What follows belongs to an exercise in optimizing a design on an open flow for small area, a short achievable clock period and few clock cycles; a production flow would make more cautious choices.
At most, simulation tests tie the RTL to the original design; equivalence was not proved.
Power figures rest on the tool's default switching activity, not on a simulated workload.

## conv2d_stream
module conv2d_stream
#(
  parameter int IMG_W  = 28,
  parameter int IMG_H  = 28,
  parameter int K      = 3,
  parameter int N_FILT = 4,
  parameter int PIX_W  = cnn_pkg::CNN_PIX_W,
  parameter int WT_W   = 8,
  parameter int OUT_W  = 16,
  parameter int SHIFT  = 4
) (
  input  logic                         clk,
  input  logic                         reset,
  input  logic                         in_valid,
  output logic                         in_ready,
  input  logic [PIX_W-1:0]             in_pix,
  input  logic                         wt_we,
  input  logic [((N_FILT*K*K > 1) ? $clog2(N_FILT*K*K) : 1)-1:0] wt_addr,
  input  logic [WT_W-1:0]              wt_data,
  output logic                         out_valid,
  input  logic                         out_ready,
  output logic [N_FILT*OUT_W-1:0]      out_data,
  output logic                         busy,
  output logic                         frame_done
);
  localparam int NW = N_FILT * K * K;
  logic [NW-1:0][11:0] wenc_n;
  logic                wq_v;
  logic [5:0]          wq_a;
  logic [WT_W-1:0]     wq_d;
  logic [11:0]         wdat;
  logic [NW-1:0]       wen;
  always_ff @(posedge clk) begin
    wq_v <= !reset && wt_we && !busy && (wt_addr < 6'(NW));
    wq_a <= wt_addr;
    wq_d <= wt_data;
  end
  always_comb begin
    for (int i = 0; i < 4; i++) begin
      logic a, b, c;
      a = wq_d[2*i+1];
      b = wq_d[2*i];
  ...
For scale: about 6,300 cells after synthesis, about 1,400 flip-flops.
Settings: LEC_CHECK=0, CAP_MARGIN=20, CORE_MARGIN=2, CORE_UTILIZATION=55, SETUP_SLACK_MARGIN=5, SLEW_MARGIN=20, SYNTH_HIERARCHICAL=1; clock period 9.0 ns.
run.sh (not shown) runs the stock make flow with config.mk's settings and CLKGATE_MAP_FILE= SYNTH_SCRIPT=/design/flow/synth_recipe.tcl, a recipe that flattens the netlist after the stock synthesis.
Testbench counts at the start, summed over its fixed seeds: cycles 18,896.
Rerun with:
--- a/flow/design.v
+++ b/flow/design.v
@@ -7,17 +7,26 @@
   parameter int PIX_W = 8
 ) (
   input  logic                   clk,
   input  logic                   shift_en,
   input  logic [PIX_W-1:0]       pix_in,
   output logic [7:0][PIX_W-1:0]  taps
 );
-  logic [2*IMG_W+1:0][PIX_W-1:0] sr;
-  always_ff @(posedge clk) begin
-    if (shift_en) sr <= {sr[2*IMG_W:0], pix_in};
+  localparam int N = 2 * IMG_W + 2;
+  logic [N-1:0][PIX_W-1:0] sr, sr_in;
+  assign sr_in = {sr[N-2:0], pix_in};
+  for (genvar k = 0; k < N; k++) begin : g_sr
+    if (k == 0 || k == 1 || k == IMG_W - 1 || k == IMG_W || k == IMG_W + 1 ||
+        k == 2 * IMG_W - 1 || k == 2 * IMG_W || k == 2 * IMG_W + 1) begin : g_tap
+      logic [PIX_W-1:0] d;
+      hold_mux #(.W(PIX_W)) u_hm (.sel(shift_en), .a(sr_in[k]), .b(sr[k]), .y(d));
+      always_ff @(posedge clk) sr[k] <= d;
+    end else begin : g_plain
+      always_ff @(posedge clk) if (shift_en) sr[k] <= sr_in[k];
+    end
   end
   assign taps[7] = sr[1];
   assign taps[6] = sr[0];
   assign taps[5] = sr[2*IMG_W+1];
   assign taps[4] = sr[2*IMG_W];
   assign taps[3] = sr[2*IMG_W-1];
   assign taps[2] = sr[IMG_W+1];
@@ -70,34 +79,36 @@
       c = (i == 0) ? 1'b0 : wq_d[(i == 0) ? 0 : 2*i-1];
       wdat[i]     = reset || !(b ^ c);
       wdat[4 + i] = reset || !((a && !b && !c) || (!a && b && c));
       wdat[8 + i] = reset || !(a && !(b && c));
     end
     for (int k = 0; k < NW; k++) wen[k] = reset || (wq_v && wq_a == 6'(k));
   end
-  always_ff @(posedge clk) begin
-    for (int k = 0; k < NW; k++) begin
-      if (wen[k]) wenc_n[k] <= wdat;
-    end
+  logic [NW-1:0][11:0] wenc_d;
+  for (genvar k = 0; k < NW; k++) begin : g_wenc
+    hold_mux #(.W(12)) u_hm (.sel(wen[k]), .a(wdat), .b(wenc_n[k]), .y(wenc_d[k]));
   end
+  always_ff @(posedge clk) wenc_n <= wenc_d;
   logic [4:0] col, row;
   logic       v_in, h_in, l_in;    
   logic       v_2, h_2, l_2;       
   logic [7:0] pix_n, pix2_n;       
   logic       hold, en, shift, take_in, ld_head, h_new, l_new;
   assign en       = !out_valid || out_ready;
   assign in_ready = !hold && !v_2;
   assign take_in  = in_valid && in_ready;
   assign shift    = v_in && en;
   assign ld_head  = !v_in || shift;
   assign h_new    = (row >= 5'd2) && (col >= 5'd2);
   assign l_new    = (row == 5'(IMG_H - 1)) && (col == 5'(IMG_W - 1));
+  logic [7:0] pix_d;
+  hold_mux #(.W(8)) u_hm_pix (.sel(ld_head), .a(v_2 ? pix2_n : ~in_pix), .b(pix_n), .y(pix_d));
+  always_ff @(posedge clk) pix_n <= pix_d;
   always_ff @(posedge clk) begin
     if (ld_head) begin
-      pix_n <= v_2 ? pix2_n : ~in_pix;
       h_in  <= v_2 ? h_2 : h_new;
       l_in  <= v_2 ? l_2 : l_new;
     end
     if (!ld_head && take_in) begin
       pix2_n <= ~in_pix;
       h_2    <= h_new;
       l_2    <= l_new;
@@ -7879,14 +7890,34 @@
       if (take_in && l_new) hold <= 1'b1;
       else if (fin) hold <= 1'b0;
       if (take_in && row == '0 && col == '0) busy <= 1'b1;
       else if (fin) busy <= 1'b0;
     end
   end
 endmodule
+module hold_mux #(
+  parameter int W = 1
+) (
+  input  logic         sel,
+  input  logic [W-1:0] a,
+  input  logic [W-1:0] b,
+  output logic [W-1:0] y
+);
+  for (genvar i = 0; i < W; i++) begin : g_bit
+    hold_mux1 u_m (.sel(sel), .a(a[i]), .b(b[i]), .y(y[i]));
+  end
+endmodule
+module hold_mux1 (
+  input  logic sel,
+  input  logic a,
+  input  logic b,
+  output logic y
+);
+  assign y = sel ? a : b;
+endmodule
 module booth_sel (
   input  logic sa_n,
   input  logic a_n,
   input  logic sb_n,
   input  logic b_n,
   output logic y
 );
Die area came out higher by a few percent.
Final cell count went up by a few percent.
Clock-buffer cell count came out higher by 19.
Combinational power is higher by well over a third.
Cell area barely changes.
First-iteration DRC count is lower by a few percent.
Global-route usage drops by 1.9 points.
Function not checked in the second run of this note: the RTL went through the layout flow alone.

-- separate check: timing with driven ports --
No port has a modelled driver above. Below, the same layouts with a new extraction and two added sets of constraints. Step 1: set_driving_cell puts a clkbuf_16 on clk and a buf_2 on each other input, an assumption about the parent block. Step 2 adds t to the input delays and takes it off the output delays; t is the mean of the earliest and latest rising clock arrival at the registers after step 1. Input paths then give back, and output paths get back, about the clock's delay inside the block. Slacks: no drivers / after step 1 / after step 2; pairs: no drivers / after step 1.
run	t (ns)	slack for setup (ns)	hold WS [ns]	worst setup path after step 2	slew at the worst register clock pin (ns)
the first run	0.915	4.975 / 4.975 / 4.290	0.393 / 0.393 / 0.393	input to register	0.07 / 0.07
the second run	0.923	4.985 / 4.985 / 4.421	0.399 / 0.399 / 0.399	input to register	0.07 / 0.07
After both steps setup and hold are still met in every run listed. For the first run, which loses most, drivers alone change the setup slack by 0.000 ns; drivers and shift together by -0.685 ns.
